This design comes from an exercise in tuning for small area, a short achievable clock period and few clock cycles on the open sky130 flow, not from production work.

==> module plpm_datapath, before the edit <==
module plpm_datapath #(
	parameter int LAT = 6
) (
	input  logic                        clk,
	input  logic                        arst_n,
	input  logic                        in_vld,
	input  logic [PIX_W-1:0]            in_pix,
	input  logic                        pw_we,
	input  logic [IDX_W-1:0]            pw_addr,
	input  logic [PT_W-1:0]             pw_data,
	input  logic [6:1]                  nv,
	input  logic [5:0][PIX_W-1:0]       ppos,
	input  logic [5:0][PIX_W-1:0]       plev,
	output logic                        out_vld,
	output logic [PIX_W-1:0]            out_pix
);
	logic [LAT:1] v_q;
	always_ff @(posedge clk or negedge arst_n) begin
		if (!arst_n) begin
			v_q <= '0;
		end else begin
			v_q <= {v_q[LAT-1:1], in_vld};
		end
	end
	assign out_vld = v_q[LAT];
	logic [6:0] sel1;
	plpm_pick u_pick (.a(in_pix), .pw_we(pw_we), .pw_addr(pw_addr), .pw_data(pw_data),
		.nv(nv), .ppos(ppos), .sel(sel1));
	logic [PIX_W-1:0] a2_q;
	logic [6:0]       sel2_q;
	always_ff @(posedge clk) begin
		a2_q   <= in_pix;
		sel2_q <= sel1;
	end
	logic [PIX_W-1:0] b2, bl2, e2, el2;
	logic             neg2;
	plpm_ends u_ends (.sel(sel2_q), .nv(nv), .ppos(ppos), .plev(plev),
		.b(b2), .bl(bl2), .e(e2), .el(el2), .neg(neg2));
	logic [PIX_W-1:0] t2, d2, m2, base2;
	plpm_seg u_seg (.a(a2_q), .b(b2), .bl(bl2), .e(e2), .el(el2), .neg(neg2),
		.t(t2), .d(d2), .m(m2), .base(base2));
	logic [PIX_W-1:0] t3_q, m3_q, d3_q, base3_q;
	always_ff @(posedge clk) begin
		t3_q    <= t2;
		m3_q    <= m2;
		d3_q    <= d2;
		base3_q <= base2;
	end
	logic [2*PIX_W-1:0] ys3, yc3;
	plpm_csa u_csa (.t(t3_q), .m(m3_q), .h(d3_q[PIX_W-1:1]), .s(ys3), .c(yc3));
	logic [2*PIX_W-1:0] ys4_q, yc4_q;    
	logic [6:0]         lo4_q;           
	logic [PIX_W-1:0]   d4_q, base4_q;
	logic [PIX_W+1:0]   dt4_q;
	always_ff @(posedge clk) begin
		ys4_q   <= ys3;
		yc4_q   <= yc3;
		lo4_q   <= {1'b0, ys3[5:0]} + {1'b0, yc3[5:0]};
		d4_q    <= d3_q;
		dt4_q   <= {2'b0, d3_q} + {1'b0, d3_q, 1'b0};
		base4_q <= base3_q;
	end
	logic [PIX_W-1:0] r_q  [6:8];
	logic [PIX_W-1:0] w_q  [6:8];
	logic [PIX_W-1:0] dv_q [6:8];
	logic [PIX_W+1:0] dt_q [6:8];
	logic [PIX_W-1:0] bs_q [6:8];
	logic [PIX_W-1:0] r_in  [6:7];
	logic [PIX_W-1:0] w_in  [6:7];
	logic [PIX_W-1:0] dv_in [6:7];
	logic [PIX_W+1:0] dt_in [6:7];
	logic [PIX_W-1:0] bs_in [6:7];
	always_comb begin
		for (int s = 6; s <= 7; s++) begin
			r_in[s]  = r_q[s];
			w_in[s]  = w_q[s];
			dv_in[s] = dv_q[s];
			dt_in[s] = dt_q[s];
			bs_in[s] = bs_q[s];
		end
	end
	begin : g_div0
		logic [PIX_W-1:0] rn;
		logic [1:0]       q;
		logic [6:0]       lo;
		assign lo = lo4_q;
		plpm_div4cs u_d (.zs(ys4_q[15:6]), .zc(yc4_q[15:6]), .cin(lo[6]), .d(d4_q), .d3(dt4_q),
			.q(q), .rn(rn));
		always_ff @(posedge clk) begin
			r_q[6]  <= rn;
			w_q[6]  <= {lo[5:0], q};
			dv_q[6] <= d4_q;
			dt_q[6] <= dt4_q;
			bs_q[6] <= base4_q;
		end
	end
	for (genvar s = 6; s <= 7; s++) begin : g_div
		logic [PIX_W-1:0] rn;
		logic [1:0]       q;
		plpm_div4 u_d (.r(r_in[s]), .bits(w_in[s][7:6]), .d(dv_in[s]), .d3(dt_in[s]), .q(q), .rn(rn));
		always_ff @(posedge clk) begin
			r_q[s+1]  <= rn;
			w_q[s+1]  <= {w_in[s][5:0], q};
			dv_q[s+1] <= dv_in[s];
			dt_q[s+1] <= dt_in[s];
			bs_q[s+1] <= bs_in[s];
		end
	end
	logic [PIX_W-1:0] hi8;
	logic [1:0]       q8;
	logic [PIX_W-1:0] sum8 [4];
	plpm_div4q u_dq (.r(r_q[8]), .bits(w_q[8][7:6]), .d(dv_q[8]), .d3(dt_q[8]), .q(q8));
	always_comb begin
		hi8 = bs_q[8] + {w_q[8][5:0], 2'b00};
		for (int k = 0; k < 4; k++) sum8[k] = hi8 + PIX_W'(k);
	end
	assign out_pix = sum8[q8];
endmodule
==> module plpm_ends, before the edit <==
module plpm_ends (
	input  logic [6:0]                  sel,
	input  logic [6:1]                  nv,
	input  logic [5:0][PIX_W-1:0]       ppos,
	input  logic [5:0][PIX_W-1:0]       plev,
	output logic [PIX_W-1:0]            b,
	output logic [PIX_W-1:0]            bl,
	output logic [PIX_W-1:0]            e,
	output logic [PIX_W-1:0]            el,
	output logic                        neg
);
	logic       sel_end;
	logic [6:0] fall;    
	always_comb begin
		fall[0] = nv[1] && (plev[0] < START_LEVEL);
		for (int k = 1; k < 6; k++) fall[k] = nv[k+1] ? (plev[k] < plev[k-1]) : (END_LEVEL < plev[k-1]);
		fall[6] = (END_LEVEL < plev[5]);
		neg = |(fall & sel);
		sel_end = sel[6];
		for (int k = 0; k < 6; k++) sel_end = sel_end || (sel[k] && !nv[k+1]);
		b  = '0;
		bl = {7'd0, sel[0]};
		e  = {PIX_W{sel_end}};
		el = {{(PIX_W-1){sel_end}}, 1'b0};
		for (int k = 1; k <= 6; k++) begin
			b  = b  | (ppos[k-1] & {PIX_W{sel[k]}});
			bl = bl | (plev[k-1] & {PIX_W{sel[k]}});
		end
		for (int k = 0; k < 6; k++) begin
			e  = e  | (ppos[k] & {PIX_W{sel[k] && nv[k+1]}});
			el = el | (plev[k] & {PIX_W{sel[k] && nv[k+1]}});
		end
	end
endmodule
==> module plpm_seg, before the edit <==
module plpm_seg (
	input  logic [PIX_W-1:0] a,
	input  logic [PIX_W-1:0] b,
	input  logic [PIX_W-1:0] bl,
	input  logic [PIX_W-1:0] e,
	input  logic [PIX_W-1:0] el,
	input  logic             neg,
	output logic [PIX_W-1:0] t,
	output logic [PIX_W-1:0] d,
	output logic [PIX_W-1:0] m,
	output logic [PIX_W-1:0] base
);
	logic zero;
	always_comb begin
		zero = (e == b);
		d    = (e - b) | {7'd0, zero};
		m    = (neg ? bl : el) - (neg ? el : bl);
		t    = (neg ? e : a) - (neg ? a : b);
		base = (neg || zero) ? el : bl;
	end
endmodule
export LEC_CHECK = 0
export CAP_MARGIN = 20
export CORE_MARGIN = 2
export CORE_UTILIZATION = 55
export CTS_CLUSTER_DIAMETER = 100
export CTS_CLUSTER_SIZE = 20
export SETUP_SLACK_MARGIN = 4.9
export SLEW_MARGIN = 20
create_clock -name core_clock -period 8.5 [get_ports {clk}]
run.sh (not shown) runs the stock make flow with config.mk's settings and CLKGATE_MAP_FILE= SYNTH_SCRIPT=/design/flow/synth_recipe.tcl, a recipe that flattens the netlist after the stock synthesis.
Then changed:
--- a/flow/design.v
+++ b/flow/design.v
@@ -108,13 +108,12 @@
 		a2_q   <= in_pix;
 		sel2_q <= sel1;
 	end
 	logic [PIX_W-1:0] b2, bl2, e2, el2;
-	logic             neg2;
 	plpm_ends u_ends (.sel(sel2_q), .nv(nv), .ppos(ppos), .plev(plev),
-		.b(b2), .bl(bl2), .e(e2), .el(el2), .neg(neg2));
+		.b(b2), .bl(bl2), .e(e2), .el(el2));
 	logic [PIX_W-1:0] t2, d2, m2, base2;
-	plpm_seg u_seg (.a(a2_q), .b(b2), .bl(bl2), .e(e2), .el(el2), .neg(neg2),
+	plpm_seg u_seg (.a(a2_q), .b(b2), .bl(bl2), .e(e2), .el(el2),
 		.t(t2), .d(d2), .m(m2), .base(base2));
 	logic [PIX_W-1:0] t3_q, m3_q, d3_q, base3_q;
 	always_ff @(posedge clk) begin
 		t3_q    <= t2;
@@ -123,16 +122,14 @@
 		base3_q <= base2;
 	end
 	logic [2*PIX_W-1:0] ys3, yc3;
 	plpm_csa u_csa (.t(t3_q), .m(m3_q), .h(d3_q[PIX_W-1:1]), .s(ys3), .c(yc3));
-	logic [2*PIX_W-1:0] ys4_q, yc4_q;    
-	logic [6:0]         lo4_q;           
+	logic [2*PIX_W-1:0] ys4_q, yc4_q;
 	logic [PIX_W-1:0]   d4_q, base4_q;
 	logic [PIX_W+1:0]   dt4_q;
 	always_ff @(posedge clk) begin
 		ys4_q   <= ys3;
 		yc4_q   <= yc3;
-		lo4_q   <= {1'b0, ys3[5:0]} + {1'b0, yc3[5:0]};
 		d4_q    <= d3_q;
 		dt4_q   <= {2'b0, d3_q} + {1'b0, d3_q, 1'b0};
 		base4_q <= base3_q;
 	end
@@ -158,9 +155,9 @@
 	begin : g_div0
 		logic [PIX_W-1:0] rn;
 		logic [1:0]       q;
 		logic [6:0]       lo;
-		assign lo = lo4_q;
+		assign lo = {1'b0, ys4_q[5:0]} + {1'b0, yc4_q[5:0]};
 		plpm_div4cs u_d (.zs(ys4_q[15:6]), .zc(yc4_q[15:6]), .cin(lo[6]), .d(d4_q), .d3(dt4_q),
 			.q(q), .rn(rn));
 		always_ff @(posedge clk) begin
 			r_q[6]  <= rn;
@@ -236,18 +233,12 @@
 	input  logic [5:0][PIX_W-1:0]       plev,
 	output logic [PIX_W-1:0]            b,
 	output logic [PIX_W-1:0]            bl,
 	output logic [PIX_W-1:0]            e,
-	output logic [PIX_W-1:0]            el,
-	output logic                        neg
+	output logic [PIX_W-1:0]            el
 );
-	logic       sel_end;
-	logic [6:0] fall;    
+	logic sel_end;
 	always_comb begin
-		fall[0] = nv[1] && (plev[0] < START_LEVEL);
-		for (int k = 1; k < 6; k++) fall[k] = nv[k+1] ? (plev[k] < plev[k-1]) : (END_LEVEL < plev[k-1]);
-		fall[6] = (END_LEVEL < plev[5]);
-		neg = |(fall & sel);
 		sel_end = sel[6];
 		for (int k = 0; k < 6; k++) sel_end = sel_end || (sel[k] && !nv[k+1]);
 		b  = '0;
 		bl = {7'd0, sel[0]};
@@ -268,20 +259,22 @@
 	input  logic [PIX_W-1:0] b,
 	input  logic [PIX_W-1:0] bl,
 	input  logic [PIX_W-1:0] e,
 	input  logic [PIX_W-1:0] el,
-	input  logic             neg,
 	output logic [PIX_W-1:0] t,
 	output logic [PIX_W-1:0] d,
 	output logic [PIX_W-1:0] m,
 	output logic [PIX_W-1:0] base
 );
-	logic zero;
+	logic zero, neg;
+	logic [PIX_W:0] dl;
 	always_comb begin
 		zero = (e == b);
 		d    = (e - b) | {7'd0, zero};
-		m    = (neg ? bl : el) - (neg ? el : bl);
-		t    = (neg ? e : a) - (neg ? a : b);
+		dl   = {1'b0, el} - {1'b0, bl};
+		neg  = dl[PIX_W];
+		m    = neg ? bl - el : dl[PIX_W-1:0];
+		t    = neg ? e - a : a - b;
 		base = (neg || zero) ? el : bl;
 	end
 endmodule
 module plpm_csa (
Utilization drops by 0.72 points.
Synthesized area goes down by 3.3%.
Die area fell by 3.2%.
Setup slack gets worse by 0.13 ns.
No functional check of the RTL was part of any run of this note.

what the ideal ports hide:
The results above use ideal ports. As a check the final layouts listed here were re-extracted and re-timed, cells and wires unchanged.
Step 1 (the two cells are an assumption about what drives the block):
set clk [get_ports {clk}]
set_driving_cell -lib_cell sky130_fd_sc_hd__clkbuf_16 $clk
set_driving_cell -lib_cell sky130_fd_sc_hd__buf_2 [delete_from_list [all_inputs] $clk]
Step 2 also shifts input and output timing later by t, the mid clock arrival at the registers, as if the neighbouring blocks saw the same clock.
Three values: no drivers, after step 1, after step 2; two values: the first two.
run	shift t [ns]	slack for setup (ns)	slew at the worst register clock pin (ns)
the first run	0.620	4.649 / 4.649 / 4.463	0.10 / 0.10
the second run	0.627	4.523 / 4.523 / 4.433	0.09 / 0.09
After both steps every run listed still meets setup and hold. The setup slack of the first run, which loses most, moves by 0.000 ns with the drivers and by -0.186 ns with both steps.
